What follows belongs to an exercise in optimizing a design on an open flow for small area, a short achievable clock period and few clock cycles per item; a production flow would make more cautious choices.
RTL that was checked went through simulation tests only; none was proved equivalent to the original.
Power and IR drop assume default switching activity.

## rev 12
==> flow/design.v (excerpt) <==
module layer_top (
   input  logic             clk,
   input  logic             reset,
   input  logic             s_valid,
   input  logic             m_ready,
   input  layer_pkg::data_t data_in,
   output logic             s_ready,
   output logic             m_valid,
   output layer_pkg::data_t data_out
);
Size in the first run: roughly 30000 µm² of cells after synthesis.
clock: 7.0 ns
lec_check: 0
cap_margin: 20
core_margin: 2
core_utilization: 40
setup_slack_margin: 4.2
slew_margin: 20
synth_hierarchical: 1
synth_minimum_keep_size: 0
run.sh (not shown) runs the stock make flow with config.mk's settings and CLKGATE_MAP_FILE= SYNTH_SCRIPT=/design/flow/synth_recipe.tcl, a recipe that flattens the netlist after the stock synthesis.
Rev 12: all stages complete, timing, DRC and antenna checks passed
The following lists how rev 13 was set up differently from rev 12:
diff --git a/flow/design.v b/flow/design.v
--- a/flow/design.v
+++ b/flow/design.v
@@ -97,23 +97,30 @@
          xb <= ldb;
    end
    wire [15:0] xw0 = xb[15:0];
    wire [15:0] xw1 = xb[31:16];
    wire [15:0] xw2 = xb[47:32];
    wire [15:0] xw3 = xb[63:48];
    wire [15:0] xw4 = xb[79:64];
    wire [15:0] xw5 = xb[95:80];
    wire [15:0] xw6 = xb[111:96];
    wire [15:0] xw7 = xb[127:112];
    localparam logic [1727:0] TAB = 1728'h007040c001a480330450c934d1100ec9aa55040aab481a1a00850c011e1ac42199128c2a02aa38c8a009c20a498289650465434d200100fb0928d2146532650914b200400c119306150813ea9911632e490101aa0402640014650234b3908012710115419567c85004932548020290ca046652b4262aa90284800c724c16204870428590882ccc013b220163511454516900204c901dc01a62140285c0a5445448e1015baa4821492800714ac032048015610b08358e0540840c20991100a80c3095420446511a14a224900861405535482525099260248a;
-   assign {biasp, ctl} = TAB[k * 108 +: 108];
+   logic [3:0] k1;
+   assign k1 = k + 1'b1;
+   always_ff @(posedge clk) begin
+      if (reset)
+         {biasp, ctl} <= TAB[107:0];
+      else if (issue)
+         {biasp, ctl} <= TAB[k1 * 108 +: 108];
+   end
    wire pp0_0 = (ctl[0] & ~xw0[0]);
    wire pp0_1 = (ctl[0] & ~xw0[1]);
    wire pp0_2 = (ctl[0] & ~xw0[2]);
    wire pp0_3 = (ctl[0] & ~xw0[3]);
    wire pp0_4 = (ctl[0] & ~xw0[4]);
    wire pp0_5 = (ctl[0] & ~xw0[5]) | (ctl[1] & ~xw0[0]);
    wire pp0_6 = (ctl[0] & ~xw0[6]) | (ctl[1] & ~xw0[1]) | (ctl[2] & ~xw0[0]);
    wire pp0_7 = (ctl[0] & ~xw0[7]) | (ctl[1] & ~xw0[2]) | (ctl[2] & ~xw0[1]);
    wire pp0_8 = (ctl[0] & ~xw0[8]) | (ctl[1] & ~xw0[3]) | (ctl[2] & ~xw0[2]);
    wire pp0_9 = (ctl[0] & ~xw0[9]) | (ctl[1] & ~xw0[4]) | (ctl[2] & ~xw0[3]);
    wire pp0_10 = (ctl[0] & ~xw0[10]) | (ctl[1] & ~xw0[5]) | (ctl[2] & ~xw0[4]);
### Flow results
Rev 13: first-pass GRT wire length 6200 µm above rev 12. Taking rev 12 as the reference, in rev 13 maximum ir drop on the vdd rail higher, fraction of the mapped netlist area in compound gates up 0.45 points, final non-filler cell area went up, share of the clock period used by the worst path after layout decreased 10 points. Register fraction of the total cell area (rev 13 over rev 12): increase, 3.6 points. Measured against rev 12, the total number of vias of rev 13 comes out at 1.14 times the reference value. STATUS power: rev 13 loses against rev 12. The largest net degree at the start of global routing reported for rev 13 is greater than that of rev 12 by 81.
Testbench counts of rev 13, summed over its fixed seeds: cycles 6,240, items 384.
The RTL of rev 12 was laid out without a check of its function.

* * *

main:
Another version of the RTL of layer_top (not shown whole).
For scale: roughly 3,000 cells after synthesis, ~720 flip-flops, roughly 38 I/O pins, roughly 37,000 um^2 of cells after synthesis.
==> flow/config.mk <==
export PLATFORM = sky130hd
export DESIGN_NAME = layer_top
export DESIGN_NICKNAME = layer_top
export VERILOG_FILES = /design/flow/design.v
export SDC_FILE = /design/flow/constraint.sdc
export NUM_CORES = 4
export LEC_CHECK = 0
export CAP_MARGIN = 20
export CORE_MARGIN = 2
export CORE_UTILIZATION = 30
export SETUP_SLACK_MARGIN = 4.4
export SLEW_MARGIN = 20
export SYNTH_HIERARCHICAL = 1
export SYNTH_MINIMUM_KEEP_SIZE = 0
==> flow/constraint.sdc <==
create_clock -name core_clock -period 7.0 [get_ports {clk}]
set_input_delay 1.4000 -clock core_clock [delete_from_list [all_inputs] [get_ports {clk}]]
set_output_delay 1.4000 -clock core_clock [all_outputs]
set_load 0.01 [all_outputs]
Modified inputs, the feature branch compared to main
--- a/flow/design.v
+++ b/flow/design.v
@@ -51,66 +51,61 @@
    input  logic             clk,
    input  logic             reset,
    input  logic             s_valid,
    input  logic             m_ready,
    input  layer_pkg::data_t data_in,
    output logic             s_ready,
    output logic             m_valid,
    output layer_pkg::data_t data_out
 );
-   logic [111:0] ldb;
+   logic [127:0] ldb;
    logic [3:0]   ld_cnt;
    logic [127:0] xb;
    logic         xv;
    logic [3:0]   k;
    logic [91:0]  ctl;       
    logic [15:0]  biasp;     
    logic adv, issue, last_k, ld_full, transfer, accept;
    logic [2:0] cnt;         
    logic       pop;
    assign pop      = m_valid & m_ready;
    assign adv      = (cnt != 3'd5);
    assign issue    = xv & adv;
    assign last_k   = (k == 4'd15);
-   logic       xfree;
-   logic [3:0] ld_cnt_n, k_n;
-   logic [2:0] cnt_n;
-   logic       xv_n, issue_n;
-   assign xfree    = ~xv | (issue & last_k);
-   assign ld_full  = (ld_cnt == 4'd7);
-   assign accept   = s_valid & s_ready;
-   assign transfer = accept & ld_full;
-   always_comb begin
-      ld_cnt_n = transfer ? 4'd0 : accept ? ld_cnt + 1'b1 : ld_cnt;
-      xv_n     = transfer | (xv & ~(issue & last_k));
-      k_n      = issue ? k + 1'b1 : k;
-      cnt_n    = cnt + issue - pop;
+   assign ld_full  = ld_cnt[3];
+   assign transfer = ld_full & (~xv | (issue & last_k));
+   assign s_ready  = ~ld_full;
+   assign accept   = s_valid & ~ld_full;
+   always_ff @(posedge clk) begin
       if (reset) begin
-         ld_cnt_n = 4'd0;
-         xv_n     = 1'b0;
-         k_n      = 4'd0;
-         cnt_n    = 3'd0;
+         ld_cnt <= '0;
+         xv     <= 1'b0;
+         k      <= '0;
+      end else begin
+         if (transfer)
+            ld_cnt <= '0;
+         else if (accept)
+            ld_cnt <= ld_cnt + 1'b1;
+         if (issue)
+            k <= k + 1'b1;
+         if (transfer)
+            xv <= 1'b1;
+         else if (issue & last_k)
+            xv <= 1'b0;
       end
-      issue_n  = xv_n & (cnt_n != 3'd5);
    end
    always_ff @(posedge clk) begin
-      ld_cnt  <= ld_cnt_n;
-      xv      <= xv_n;
-      k       <= k_n;
-      s_ready <= (ld_cnt_n != 4'd7) | ~xv_n | (issue_n & (k_n == 4'd15));
-   end
-   always_ff @(posedge clk) begin
-      if (accept & ~ld_full)
-         ldb[111:0] <= {data_in, ldb[111:16]};
+      if (accept)
+         ldb <= {{data_in, ldb[127:16]}};
    end
    always_ff @(posedge clk)
       if (transfer)
-         xb <= {data_in, ldb[111:0]};
+         xb <= ldb;
    wire [15:0] xw0 = xb[15:0];
    wire [15:0] xw1 = xb[31:16];
    wire [15:0] xw2 = xb[47:32];
    wire [15:0] xw3 = xb[63:48];
    wire [15:0] xw4 = xb[79:64];
    wire [15:0] xw5 = xb[95:80];
    wire [15:0] xw6 = xb[111:96];
    wire [15:0] xw7 = xb[127:112];
    localparam logic [1727:0] TAB = 1728'h007040c001a480330450c934d1100ec9aa55040aab481a1a00850c011e1ac42199128c2a02aa38c8a009c20a498289650465434d200100fb0928d2146532650914b200400c119306150813ea9911632e490101aa0402640014650234b3908012710115419567c85004932548020290ca046652b4262aa90284800c724c16204870428590882ccc013b220163511454516900204c901dc01a62140285c0a5445448e1015baa4821492800714ac032048015610b08358e0540840c20991100a80c3095420446511a14a224900861405535482525099260248a;
@@ -2056,25 +2051,25 @@
    logic        wr;
    logic [15:0] res;
    logic [2:0]  fc;         
    assign wr  = v3;
    assign res = acc[15] ? 16'd0 : acc;
    logic [15:0] q1;
    logic [15:0] q2;
    logic [15:0] q3;
    logic [15:0] q4;
-   always_ff @(posedge clk)
-      cnt <= cnt_n;
    always_ff @(posedge clk) begin
       if (reset) begin
+         cnt     <= '0;
          fc      <= '0;
          m_valid <= 1'b0;
       end else begin
+         cnt     <= cnt + issue - pop;
          fc      <= fc + wr - pop;
          m_valid <= (fc + wr - pop) != 3'd0;
       end
    end
    always_ff @(posedge clk) begin
       if (pop & (fc > 3'd1))
          data_out <= q1;
       else if (wr & (pop ? (fc == 3'd1) : (fc == 3'd0)))
          data_out <= res;
Results
- On overall power, the feature branch does worse than main.
- Leading cell category by total area = flip-flops and latches: the feature branch; leading cell category by total area = multi-input gates: main
- Sort the feature branch and main by design area desc -> top: main
- Of the feature branch and main, the run reporting the higher number of sequential storage elements was the feature branch.
- Looking at synthesized area, the feature branch sits 2.6% below main.
- Cmp the feature branch vs main: met2 track demand over resource lower in the feature branch
- Required time at the worst-slack endpoint, the feature branch and main, higher one = the feature branch.
Testbench counts of the feature branch, summed over its fixed seeds: cycles 6,248, items 384.
Only the layout flow was run in main; the RTL was not checked for function there.

separate check: timing with driven ports:
How much do the figures lean on ideal ports? The routed layouts below were timed once more, with nothing changed but the port constraints. Step 1 sets driving cells, clkbuf_16 on the clock port and buf_2 on the other inputs (assumed; they add their load-dependent delay and slew). Step 2, shift: input delay + t, output delay - t, t = (earliest + latest rising clock arrival at the registers) / 2. This alone moves slack from input paths to output paths. Three values: no drivers, after step 1, after step 2; two values: the first two.
run	t (ns)	setup slack, ns	hold WS [ns]	worst slew at a driven data input, ns
rev 12	0.693	3.070 / 3.070 / 3.070	0.412 / 0.412 / 0.412	0.04
rev 13	0.699	3.798 / 3.798 / 3.589	0.412 / 0.412 / 0.412	0.06
main	0.703	4.234 / 4.258 / 3.555	0.323 / 0.323 / 0.323	0.09
the feature branch	0.691	4.415 / 4.379 / 3.847	0.325 / 0.325 / 0.325	0.05
After both steps every run listed still meets setup and hold. For main, which loses most, drivers alone change the setup slack by +0.024 ns; drivers and shift together by -0.679 ns.
